Context: an optimization exercise on an open-source flow, tuned for small area, a short achievable clock period and few clock cycles. The choices shown serve that exercise and are no tape-out recipe.
RTL that was checked went through simulation tests only; none was proved equivalent to the original.
No activity file was given, so power comes from the tool's default toggle rates.

## v6
// radix_conversion_to_ascii
module radix_conversion_to_ascii #(
	parameter int INT_BITS       = 32,
	parameter int FRAC_BITS      = 32,
	parameter int FRAC_DIGITS    = 10,
	parameter int MAX_INT_DIGITS = 32
) (
	input  logic                clk,
	input  logic                arst_n,
	input  logic                cfg_we,
	input  logic [4:0]          cfg_wdata,
	input  logic                item_valid,
	output logic                item_ready,
	input  logic [63:0]         item_data,    
	output logic                char_valid,
	input  logic                char_ready,
	output logic [7:0]          char_data     
);
For scale: about 2100 cells after synthesis, ~14000 um2 of cells after synthesis.
Settings: LEC_CHECK=0, ABC_AREA=1, CAP_MARGIN=60, CORE_MARGIN=2, CORE_UTILIZATION=40, SLEW_MARGIN=60; clock period 12.0 ns.
standard.sh (not shown) runs the stock make flow with config.mk's settings and CLKGATE_MAP_FILE= SYNTH_SCRIPT=/design/flow/synth_recipe.tcl, a recipe that flattens the netlist after the stock synthesis.
==> flow/flow/run.sh <==
#!/bin/bash
# Standard layout, with the timing repair aiming well past the required slack
# and plain buffers on the ports.
set -euo pipefail
bash standard.sh SETUP_SLACK_MARGIN=8.5 "BUFFER_PORTS_ARGS=-buffer_cell sky130_fd_sc_hd__buf_1" finish > standard.log 2>&1
Testbench counts of v6, summed over its fixed seeds: cycles 55,027.
The inputs of v7 differ from those of v6 as listed below.
--- a/flow/design.v
+++ b/flow/design.v
@@ -44,48 +44,52 @@
 	input  logic                char_ready,
 	output logic [7:0]          char_data     
 );
 	localparam int NF = 14;    
 	logic [3:0] rb_q;      
 	logic       m10_q;     
 	logic       ff16_q;    
 	logic       ifast_q;   
 	logic       ffast_q;   
+	logic       m8_q;      
+	logic       m16_q;     
 	logic       sela_q;    
 	logic       selb_q;    
 	logic [4:0] cfg_b;
 	assign cfg_b = (cfg_wdata[4:1] == 4'd0) ? 5'd2
 		: (cfg_wdata[4] && cfg_wdata[3:0] != 4'd0) ? 5'd16 : cfg_wdata;
 	always_ff @(posedge clk or negedge arst_n) begin
 		if (!arst_n) begin
 			rb_q   <= 4'd10;
 			m10_q  <= 1'b1;
 			ff16_q  <= 1'b0;
 			ifast_q <= 1'b1;
 			ffast_q <= 1'b1;
+			m8_q    <= 1'b0;
+			m16_q   <= 1'b0;
 			sela_q <= 1'b1;
 			selb_q <= 1'b1;
 		end else if (cfg_we) begin
 			rb_q   <= cfg_b[3:0];
 			m10_q  <= (cfg_b == 5'd10);
 			ff16_q  <= (cfg_b == 5'd16);
 			ifast_q <= (cfg_b == 5'd16) || (cfg_b == 5'd10) || (cfg_b == 5'd8) || (cfg_b == 5'd4) || (cfg_b == 5'd2);
 			ffast_q <= (cfg_b == 5'd16) || (cfg_b == 5'd10) || (cfg_b == 5'd8) || (cfg_b == 5'd2);
+			m8_q    <= (cfg_b == 5'd8);
+			m16_q   <= (cfg_b == 5'd16) || (cfg_b == 5'd4) || (cfg_b == 5'd2);
 			sela_q <= (cfg_b == 5'd10) || (cfg_b == 5'd8);
 			selb_q <= (cfg_b == 5'd10) || (cfg_b == 5'd2);
 		end
 	end
 	logic       ifast, ffast, sub4;
 	logic [3:0] gb;
-	logic m8_q, m16_q, ff2_q, sub2_q, sub3_q;
-	assign m8_q   = sela_q && !m10_q;
+	logic ff2_q, sub2_q, sub3_q;
 	assign ff2_q  = selb_q && !m10_q;
-	assign m16_q  = ifast_q && !sela_q;
 	assign sub2_q = (rb_q == 4'd4);
 	assign sub3_q = (rb_q == 4'd3);
 	assign sub4  = ff2_q;
 	assign ifast = ifast_q;
 	assign ffast = ffast_q;
 	assign gb    = sub3_q ? 4'd9 : rb_q;
 	function automatic logic [6:0] glyph(input logic [3:0] d);
 		case (d)
 			4'd0: glyph = 7'h30;  4'd1: glyph = 7'h31;  4'd2: glyph = 7'h32;  4'd3: glyph = 7'h33;
Findings:
v7 vs v6 — wire length of the first global-routing pass climbed by a few percent
v7 | stages: all done | timing, DRC, antenna: all pass
Compared with v6, in v7 instance count after placement with tap cells included picked up an extra 39; via count of the routed design picked up an extra 465; post-layout total power lost about 24%; first-iteration DRC count lost 63.
Relative to v6, met2 capacity usage during global routing has increased by 1.4 points in v7.
Function not checked in v7: the RTL went through the layout flow alone.

Another version of the RTL of radix_conversion_to_ascii (not shown whole).
Size in the first run: roughly 150 flip-flops, ~84 I/O pins, roughly 14000 sq um of cells after synthesis.
// radix_conversion_to_ascii
module radix_conversion_to_ascii #(
	parameter int INT_BITS       = 32,
	parameter int FRAC_BITS      = 32,
	parameter int FRAC_DIGITS    = 10,
	parameter int MAX_INT_DIGITS = 32
) (
	input  logic                clk,
	input  logic                arst_n,
	input  logic                cfg_we,
	input  logic [4:0]          cfg_wdata,
	input  logic                item_valid,
	output logic                item_ready,
	input  logic [63:0]         item_data,    
	output logic                char_valid,
	input  logic                char_ready,
	output logic [7:0]          char_data     
);
export LEC_CHECK = 0
export ABC_AREA = 1
export CAP_MARGIN = 60
export CORE_MARGIN = 2
export CORE_UTILIZATION = 40
export SLEW_MARGIN = 60
create_clock -name core_clock -period 12.0 [get_ports {clk}]
==> flow/flow/run.sh <==
#!/bin/bash
# Standard layout, with the timing repair aiming well past the required slack
# and plain buffers on the ports.
set -euo pipefail
bash standard.sh SETUP_SLACK_MARGIN=8.0 "BUFFER_PORTS_ARGS=-buffer_cell sky130_fd_sc_hd__buf_1" finish > standard.log 2>&1
==> next run, changes <==
--- a/flow/design.v
+++ b/flow/design.v
@@ -158,24 +158,25 @@
 	logic [4*NF-1:0] acc_ld;
 	logic [3:0]      top;
 	logic            bc_end;
 	logic [35:0]     op_a;
 	logic [35:0]     op_b;
 	logic [35:0]     sum;
 	logic [5:0]      dv;
 	logic            dq;
 	logic [3:0]      dr;
 	logic [4:0]      ms;
 	logic            frac_emit;
 	logic [3:0]      fdig;
+	logic [3:0]      fd_q;    
 	logic            emit;
 	logic [7:0]      ec;
 	logic            out_free;
 	assign go         = !sk_q;
 	assign accept     = ir_q;
 	assign item_ready = ir_q;
 	assign char_valid = cv_q;
 	assign char_data  = cd_q;
 	assign bc_end     = bc_q[5];
 	assign int_go = (ost_q == O_INT) || (ost_q == O_IDLE && accept);
 	always_comb begin
 		fv = 4'd0;
@@ -230,33 +231,33 @@
 	always_comb begin
 		top = 4'd0;
 		for (int k = 1; k < NF; k++) begin
 			if (acc_q[4*k +: 4] != 4'd0) top = 4'(k);
 		end
 	end
 	assign run_dd    = (cst_q == C_RUN) && m10_q;
 	assign run_div   = (cst_q == C_RUN) && !ifast && !bc_end;
 	assign iter_last = m10_q ? (ci_q == 4'd10) : (bc_end && ci_q == 4'd13);
 	assign conv_free  = !accept && (cst_q == C_FREE || (!sv_q && cst_q != C_BUSY));
 	assign start_slow = !ifast && conv_free && (ost_q == O_IDLE);
 	assign start      = ifast ? (conv_free || (cst_q == C_BUSY && int_fin)) : start_slow;
-	assign op_a = sela_q ? {1'b0, f_q, 3'b000} : ff16_q ? {f_q, 4'b0000} : 36'd0;
-	assign op_b = selb_q ? {3'b000, f_q, 1'b0} : 36'd0;
-	assign sum  = op_a + op_b;
+	assign op_a = {1'b0, f_q, 3'b000} + {3'b000, f_q, 1'b0};
+	assign op_b = ff16_q ? {f_q, 4'b0000} : sela_q ? {1'b0, f_q, 3'b000} : {3'b000, f_q, 1'b0};
+	assign sum  = m10_q ? op_a : op_b;
 	assign dv = {1'b0, r_q, f_q[0]} - {2'b00, gb};
 	assign dq = !dv[5];
 	assign dr = dq ? dv[3:0] : {r_q[2:0], f_q[0]};
 	assign ms = {1'b0, r_q} + (f_q[0] ? {1'b0, rb_q} : 5'd0);
 	assign frac_emit = (ost_q == O_FRAC) && go && (ffast || bc_end);
-	assign fdig      = ffast ? sum[35:32] : r_q;
+	assign fdig      = ffast ? fd_q : r_q;
 	always_comb begin
 		emit = 1'b0;
 		ec   = {7'h2E, 1'b0};
 		if (int_go && go) begin
 			emit = 1'b1;
 			ec   = {glyph(idig), 1'b0};
 		end else if (ost_q == O_DOT && go) begin
 			emit = 1'b1;
 		end else if (frac_emit) begin
 			emit = 1'b1;
 			ec   = {glyph(fdig), fc_q == 4'd9};
 		end
@@ -341,26 +342,27 @@
 			end
 		end
 		if (start_slow || (ost_q == O_DOT && go) || frac_emit || (cst_q == C_RUN && !ifast && bc_end)) begin
 			bc_q <= 6'd0;
 			r_q  <= 4'd0;
 		end else if (run_div) begin
 			r_q  <= dr;
 			bc_q <= bc_q + 6'd1;
 		end else if (ost_q == O_FRAC && !ffast && !bc_end) begin
 			r_q  <= ms[4:1];
 			bc_q <= bc_q + 6'd1;
 		end
-		if (ost_q == O_FRAC && ffast && go) begin
-			f_q <= sum[31:0];
+		if ((ost_q == O_DOT || ost_q == O_FRAC) && ffast && go) begin
+			f_q  <= sum[31:0];
+			fd_q <= sum[35:32];
 		end else if (accept) begin
 			f_q <= item_data[31:0];
 		end else if (start_slow) begin
 			f_q <= rev32(item_data[63:32]);
 		end else if (run_div || (ost_q == O_FRAC && !ffast && !bc_end)) begin
 			f_q <= {run_div ? dq : ms[0], f_q[31:1]};
 		end
 		if (ost_q == O_DOT && go) begin
 			fc_q <= 4'd0;
 		end else if (frac_emit) begin
 			fc_q <= fc_q + 4'd1;
 		end
Result: The new run ran to the end with no violations. Count of clock-buffer cells in the layout goes up by 1. Utilization shrinks by 1.2 points. Setup slack gains 0.039 ns. Via count went up slightly. Die area is higher slightly.
Testbench counts after the change, summed over its fixed seeds: cycles 55,027.
Function not checked in the first run of this note: the RTL went through the layout flow alone.

Setup of the previous run:
RTL: one of the versions met above, not the one the previous note started from.
Size: ~2100 cells after synthesis, ~150 flip-flops, about 14000 sq um of cells after synthesis.
## radix_conversion_to_ascii
module radix_conversion_to_ascii #(
	parameter int INT_BITS       = 32,
	parameter int FRAC_BITS      = 32,
	parameter int FRAC_DIGITS    = 10,
	parameter int MAX_INT_DIGITS = 32
) (
	input  logic                clk,
	input  logic                arst_n,
	input  logic                cfg_we,
	input  logic [4:0]          cfg_wdata,
	input  logic                item_valid,
	output logic                item_ready,
	input  logic [63:0]         item_data,    
	output logic                char_valid,
	input  logic                char_ready,
	output logic [7:0]          char_data     
);
==> flow/config.mk <==
export PLATFORM = sky130hd
export DESIGN_NAME = radix_conversion_to_ascii
export DESIGN_NICKNAME = radix_conversion_to_ascii
export VERILOG_FILES = /design/flow/design.v
export SDC_FILE = /design/flow/constraint.sdc
export NUM_CORES = 4
export LEC_CHECK = 0
export ABC_AREA = 1
export CAP_MARGIN = 60
export CORE_MARGIN = 2
export CORE_UTILIZATION = 40
export SLEW_MARGIN = 60
==> flow/constraint.sdc <==
create_clock -name core_clock -period 12.0 [get_ports {clk}]
set_input_delay 2.4000 -clock core_clock [delete_from_list [all_inputs] [get_ports {clk}]]
set_output_delay 2.4000 -clock core_clock [all_outputs]
set_load 0.01 [all_outputs]
==> flow/flow/run.sh <==
#!/bin/bash
# Standard layout, with the timing repair aiming well past the required slack
# and plain buffers on the ports.
set -euo pipefail
bash standard.sh SETUP_SLACK_MARGIN=8.5 "BUFFER_PORTS_ARGS=-buffer_cell sky130_fd_sc_hd__buf_1" finish > standard.log 2>&1
Testbench counts of the previous run, summed over its fixed seeds: cycles 55,027.
Input-level comparison between the current run and the previous run:
--- a/flow/design.v
+++ b/flow/design.v
@@ -132,16 +132,14 @@
 	logic [3:0]      fc_q;    
 	logic [3:0]      r_q;     
 	logic [31:0]     f_q;
 	logic            sv_q;    
 	logic            ir_q;
 	logic            cv_q;    
 	logic [7:0]      cd_q;
-	logic            sk_q;    
-	logic [7:0]      sd_q;
 	logic            go;
 	logic            accept;
 	logic            int_go;
 	logic [3:0]      fv;
 	logic [1:0]      sp_start;
 	logic [1:0]      sub_max;
 	logic [3:0]      idig;
@@ -163,19 +161,18 @@
 	logic [35:0]     sum;
 	logic [5:0]      dv;
 	logic            dq;
 	logic [3:0]      dr;
 	logic [4:0]      ms;
 	logic            frac_emit;
 	logic [3:0]      fdig;
-	logic [3:0]      fd_q;    
 	logic            emit;
 	logic [7:0]      ec;
 	logic            out_free;
-	assign go         = !sk_q;
+	assign go         = !cv_q || char_ready;
 	assign accept     = ir_q;
 	assign item_ready = ir_q;
 	assign char_valid = cv_q;
 	assign char_data  = cd_q;
 	assign bc_end     = bc_q[5];
 	assign int_go = (ost_q == O_INT) || (ost_q == O_IDLE && accept);
 	always_comb begin
@@ -236,23 +233,23 @@
 	end
 	assign run_dd    = (cst_q == C_RUN) && m10_q;
 	assign run_div   = (cst_q == C_RUN) && !ifast && !bc_end;
 	assign iter_last = m10_q ? (ci_q == 4'd10) : (bc_end && ci_q == 4'd13);
 	assign conv_free  = !accept && (cst_q == C_FREE || (!sv_q && cst_q != C_BUSY));
 	assign start_slow = !ifast && conv_free && (ost_q == O_IDLE);
 	assign start      = ifast ? (conv_free || (cst_q == C_BUSY && int_fin)) : start_slow;
-	assign op_a = {1'b0, f_q, 3'b000} + {3'b000, f_q, 1'b0};
-	assign op_b = ff16_q ? {f_q, 4'b0000} : sela_q ? {1'b0, f_q, 3'b000} : {3'b000, f_q, 1'b0};
-	assign sum  = m10_q ? op_a : op_b;
+	assign op_a = sela_q ? {1'b0, f_q, 3'b000} : ff16_q ? {f_q, 4'b0000} : 36'd0;
+	assign op_b = selb_q ? {3'b000, f_q, 1'b0} : 36'd0;
+	assign sum  = op_a + op_b;
 	assign dv = {1'b0, r_q, f_q[0]} - {2'b00, gb};
 	assign dq = !dv[5];
 	assign dr = dq ? dv[3:0] : {r_q[2:0], f_q[0]};
 	assign ms = {1'b0, r_q} + (f_q[0] ? {1'b0, rb_q} : 5'd0);
 	assign frac_emit = (ost_q == O_FRAC) && go && (ffast || bc_end);
-	assign fdig      = ffast ? fd_q : r_q;
+	assign fdig      = ffast ? sum[35:32] : r_q;
 	always_comb begin
 		emit = 1'b0;
 		ec   = {7'h2E, 1'b0};
 		if (int_go && go) begin
 			emit = 1'b1;
 			ec   = {glyph(idig), 1'b0};
 		end else if (ost_q == O_DOT && go) begin
@@ -285,40 +282,29 @@
 		endcase
 	end
 	always_ff @(posedge clk or negedge arst_n) begin
 		if (!arst_n) begin
 			cst_q <= C_FREE;
 			ost_q <= O_IDLE;
 			cv_q  <= 1'b0;
-			sk_q  <= 1'b0;
 			ir_q  <= 1'b0;
 			sv_q  <= 1'b0;
 		end else begin
 			cst_q <= cst_nx;
 			ost_q <= ost_nx;
 			ir_q  <= (cst_nx == C_DONE) && (ost_nx == O_IDLE) && sv_q;
 			if (start) sv_q <= item_valid;
 			if (out_free) begin
-				cv_q <= sk_q || emit;
-				sk_q <= 1'b0;
-			end else if (emit) begin
-				sk_q <= 1'b1;
+				cv_q <= emit;
 			end
 		end
 	end
 	always_ff @(posedge clk) begin
 		if (emit) begin
-			sd_q <= ec;
-		end
-		if (out_free) begin
-			if (sk_q) begin
-				cd_q <= sd_q;
-			end else if (emit) begin
-				cd_q <= ec;
-			end
+			cd_q <= ec;
 		end
 		if (start) begin
 			acc_q <= acc_ld;
 			ch_q  <= item_data[58:56];
 			ci_q  <= m10_q ? 4'd2 : 4'd0;
 		end else if (run_dd) begin
 			acc_q[39:0] <= dstep(dstep(dstep(acc_q[39:0], ch_q[2]), ch_q[1]), ch_q[0]);
@@ -347,17 +333,16 @@
 		end else if (run_div) begin
 			r_q  <= dr;
 			bc_q <= bc_q + 6'd1;
 		end else if (ost_q == O_FRAC && !ffast && !bc_end) begin
 			r_q  <= ms[4:1];
 			bc_q <= bc_q + 6'd1;
 		end
-		if ((ost_q == O_DOT || ost_q == O_FRAC) && ffast && go) begin
-			f_q  <= sum[31:0];
-			fd_q <= sum[35:32];
+		if (ost_q == O_FRAC && ffast && go) begin
+			f_q <= sum[31:0];
 		end else if (accept) begin
 			f_q <= item_data[31:0];
 		end else if (start_slow) begin
 			f_q <= rev32(item_data[63:32]);
 		end else if (run_div || (ost_q == O_FRAC && !ffast && !bc_end)) begin
 			f_q <= {run_div ? dq : ms[0], f_q[31:1]};
 		end
==> run summary <==
- The current run completed every stage of the flow, and the final layout passed the timing, DRC and antenna checks.
- For the critical path depth, the current run came in 26% lower than the previous run did.
- Across both runs, minimum clock period was higher for the current run than for the previous run.
- The current run has flip-flop and latch count after synthesis below what the previous run had.
- Comparing the current run and the previous run, combinational cell fraction of total power is higher on the previous run.
- Compared the current run vs the previous run, and post-route fraction of the period consumed by the critical path is up in the current run.
- Summary: area after synthesis, the current run better than the previous run
- Maximum fanout count along the critical path, the current run and the previous run: smaller value in the previous run
- Diff the previous run -> the current run | total die area | down by a few percent
- The current run: clock group share of total power 11 points above the previous run
- Taking the current run as 1.0, the previous run lands at 0.912 on cell area after layout.
- Relative to the previous run, net count of the finished layout increased by 87 in the current run.
- Note that the total detailed-routing wirelength recorded for the current run amounts to 1.09 times the value seen in the previous run.
- The current run against the previous run: clock power has decreased; global-route usage over all layers has increased.
Function not checked in the current run: the RTL went through the layout flow alone.

## re-timing with driven ports
How much do the figures lean on ideal ports? The routed layouts below were timed once more, with nothing changed but the port constraints.
Step 1, drivers: a clkbuf_16 drives clk and a buf_2 each remaining input, both assumed.
Step 2 moves the port delays by t, midway between the first and last clock arrival at a register: inputs arrive t later, outputs are due t later. That takes back most of the time a late clock gives input paths.
a / b / c = no drivers / after step 1 / after step 2; a / b = the first two.
| run | t, ns | slack for setup (ns) | worst setup path at the end |
|---|---|---|---|
| v6 | 0.485 | 8.609 / 8.555 / 8.178 | input to register |
| v7 | 0.508 | 8.566 / 8.511 / 8.170 | input to register |
| the first run of note 2 | 0.498 | 8.210 / 8.210 / 7.779 | input to register |
| the second run of note 2 | 0.497 | 8.249 / 8.245 / 7.748 | input to register |
| the previous run | 0.491 | 8.430 / 8.430 / 8.097 | input to register |
| the current run | 0.489 | 8.183 / 8.183 / 7.731 | input to register |
After both steps setup and hold are still met in every run listed. For the second run of note 2, which loses most, drivers alone change the setup slack by -0.004 ns; drivers and shift together by -0.501 ns.
